This is an optimization exercise on Yosys and OpenROAD, whose aim is small area and a short achievable clock period, not a production implementation. The RTL was checked by simulation tests, not by an equivalence proof against the original design. Power figures rest on the tool's default switching activity, not on a simulated workload.

v6:
Design udp_tx_arbiter, start of the top module:
module udp_tx_arbiter #(
    parameter int unsigned DATA_WIDTH = 512,
    parameter int unsigned KEEP_WIDTH = DATA_WIDTH / 8,
    parameter int unsigned CNT_WIDTH  = 16
) (
    input  logic                  clk,
    input  logic                  rst,
    input  logic                  s_axis_peer_valid,
    output logic                  s_axis_peer_ready,
    input  logic [DATA_WIDTH-1:0] s_axis_peer_data,
    input  logic [KEEP_WIDTH-1:0] s_axis_peer_keep,
    input  logic                  s_axis_peer_last,
    input  logic [15:0]           s_axis_peer_src,
    input  logic [15:0]           s_axis_peer_dst,
    input  logic [15:0]           s_axis_peer_size,
    input  logic                  s_axis_host_valid,
    output logic                  s_axis_host_ready,
    input  logic [DATA_WIDTH-1:0] s_axis_host_data,
    input  logic [KEEP_WIDTH-1:0] s_axis_host_keep,
    input  logic                  s_axis_host_last,
    input  logic [15:0]           s_axis_host_src,
    input  logic [15:0]           s_axis_host_dst,
    input  logic [15:0]           s_axis_host_size,
    output logic                  m_axis_tx_valid,
    input  logic                  m_axis_tx_ready,
    output logic [DATA_WIDTH-1:0] m_axis_tx_data,
    output logic [KEEP_WIDTH-1:0] m_axis_tx_keep,
    output logic                  m_axis_tx_last,
    output logic [15:0]           m_axis_tx_src,
    output logic [15:0]           m_axis_tx_dst,
    output logic [15:0]           m_axis_tx_size,
    output logic [CNT_WIDTH-1:0]  stat_peer_pkts,
    output logic [CNT_WIDTH-1:0]  stat_host_pkts,
    output logic [CNT_WIDTH-1:0]  stat_len_err
);
Size in the first run: roughly 720 flip-flops, about 1900 I/O pins, about 0.031 mm2 of cells after synthesis.
export LEC_CHECK = 0
export CAP_MARGIN = 20
export CORE_AREA = 10 10 470 470
export CTS_BUF_LIST = sky130_fd_sc_hd__clkbuf_8
export CTS_CLUSTER_DIAMETER = 70
export CTS_CLUSTER_SIZE = 14
export DIE_AREA = 0 0 480 480
export SLEW_MARGIN = 20
export SYNTH_HIERARCHICAL = 1
create_clock -name core_clock -period 12.0 [get_ports {clk}]
standard.sh (not shown) runs the stock make flow with config.mk's settings and CLKGATE_MAP_FILE= SYNTH_SCRIPT=/design/flow/synth_recipe.tcl, a recipe that flattens the netlist after the stock synthesis.
==> flow/flow/run.sh <==
#!/bin/bash
# The standard ORFS layout with these changes: synthesis leaves adders to abc (no full-adder
# cells), the ports get the smallest buffer, pins may sit on adjacent tracks (the clock pin
# alone, see pre_io.tcl), the cells between m_axis_tx_ready and the upstream readies sit next to
# their pins (pre_dp.tcl), and timing repair aims for setup slack well above 0 at the design's
# clock.
set -euo pipefail
export ADDER_MAP_FILE=
export BUFFER_PORTS_ARGS="-buffer_cell sky130_fd_sc_hd__buf_1"
export PRE_IO_PLACEMENT_TCL="$(pwd)/flow/pre_io.tcl"
export PRE_DETAIL_PLACE_TCL="$(pwd)/flow/pre_dp.tcl"
export PLACE_PINS_ARGS="-min_distance 1 -min_distance_in_tracks -exclude bottom:229-251 -exclude right:238-243"
export SETUP_SLACK_MARGIN=6.9
bash standard.sh finish > flow_make.log 2>&1
Other scripts of this flow, unchanged in this note and not shown: flow/flow/pre_dp.tcl, flow/flow/pre_io.tcl
### v6 -> v7
--- a/flow/design.v
+++ b/flow/design.v
@@ -67,28 +67,28 @@
     logic [PW-1:0] pay_d;
     logic [47:0]   sb_d;
     localparam int unsigned NSL = PW / 64;
     for (genvar i = 0; i < NSL; i++) begin : g_pay
         localparam int unsigned LO = i * 64;
         localparam int unsigned W  = (i == NSL - 1) ? PW - LO : 64;
         logic ld_a, ld_b, hold;
         udp_tx_arbiter_ctl u_ctl (
-            .xa(xp_q), .xb(xh_q), .valid(valid_q), .out_ready(m_axis_tx_ready), .en(1'b1),
+            .xa(xp_q), .xb(xh_q), .valid(valid_q), .out_ready(m_axis_tx_ready),
             .ld_a(ld_a), .ld_b(ld_b), .hold(hold)
         );
         udp_tx_arbiter_sel #(.W(W)) u_sel (
             .ld_a(ld_a), .ld_b(ld_b), .hold(hold), .a(pay_p[LO +: W]), .b(pay_h[LO +: W]),
             .q(pay[LO +: W]), .d(pay_d[LO +: W])
         );
     end
     logic sld_p, sld_h, shold;
     udp_tx_arbiter_ctl u_sb_ctl (
-        .xa(xp_q), .xb(xh_q), .valid(valid_q), .out_ready(m_axis_tx_ready), .en(first_q),
-        .ld_a(sld_p), .ld_b(sld_h), .hold(shold)
+        .xa(xp_q && first_q), .xb(xh_q && first_q), .valid(valid_q),
+        .out_ready(m_axis_tx_ready), .ld_a(sld_p), .ld_b(sld_h), .hold(shold)
     );
     udp_tx_arbiter_sel #(.W(48)) u_sb_sel (
         .ld_a(sld_p), .ld_b(sld_h), .hold(shold), .a(sb_p), .b(sb_h), .q(sb), .d(sb_d)
     );
     always_ff @(posedge clk) begin
         pay <= pay_d;
         sb  <= sb_d;
     end
@@ -189,26 +189,25 @@
     assign stat_host_pkts  = host_cnt_q;
     assign stat_len_err    = err_out;
 endmodule
 module udp_tx_arbiter_ctl (
     input  logic xa,
     input  logic xb,
     input  logic valid,
     input  logic out_ready,
-    input  logic en,
     output logic ld_a,
     output logic ld_b,
     output logic hold
 );
     logic load;
-    assign load = (!valid || out_ready) && en;
+    assign load = !valid || out_ready;
     assign ld_a = xa && load;
     assign ld_b = xb && load;
-    assign hold = !load;
+    assign hold = !(load && (xa || xb));
 endmodule
 module udp_tx_arbiter_sel #(
     parameter int unsigned W = 1
 ) (
     input  logic         ld_a,
     input  logic         ld_b,
     input  logic         hold,
     input  logic [W-1:0] a,
==> results.txt <==
- Between v7 and v6, the difference in time the final worst path needs with I/O delays and setup is negligible.
- Final cell area: v7 above v6
- Diff v6 -> v7: gate count of the mapped netlist +0.31%, post-route clock period utilization ~0 delta, switching power of the nets +21%.
- The fraction of standard cell area that is sequential was comparable across v7 and v6.
- Taking v7 as 1.0, v6 lands at 0.922 on design internal power.
- The synthesized area was comparable across v7 and v6.
- | setup slack | v7 vs v6 | ≈ equal |
- Taking v7 as 1.0, v6 lands at 0.902 on global-route wire length before repair.

-- what the ideal ports hide --
In the flow no input, the clock included, has a driving cell. The finished layouts below were timed again as built, in two steps.
Step 1: set_driving_cell puts a clkbuf_16 on clk and a buf_2 on each other input, an assumption about the parent block.
Step 2 adds t to the input delays and takes it off the output delays; t is the mean of the earliest and latest rising clock arrival at the registers after step 1. Input paths then give back, and output paths get back, about the clock's delay inside the block.
Three values: ideal, step 1, step 2; two values: the first two.
run | t, ns | setup WS [ns] | worst setup path after step 2 | worst slew at a driven data input, ns
v6 | 0.896 | 6.789 / 6.738 / 6.148 | input to register | 0.30
v7 | 0.892 | 6.786 / 6.735 / 6.082 | input to register | 0.38
After both steps setup and hold are still met in every run listed. The setup slack of v7, which loses most, moves by -0.051 ns with the drivers and by -0.704 ns with both steps.
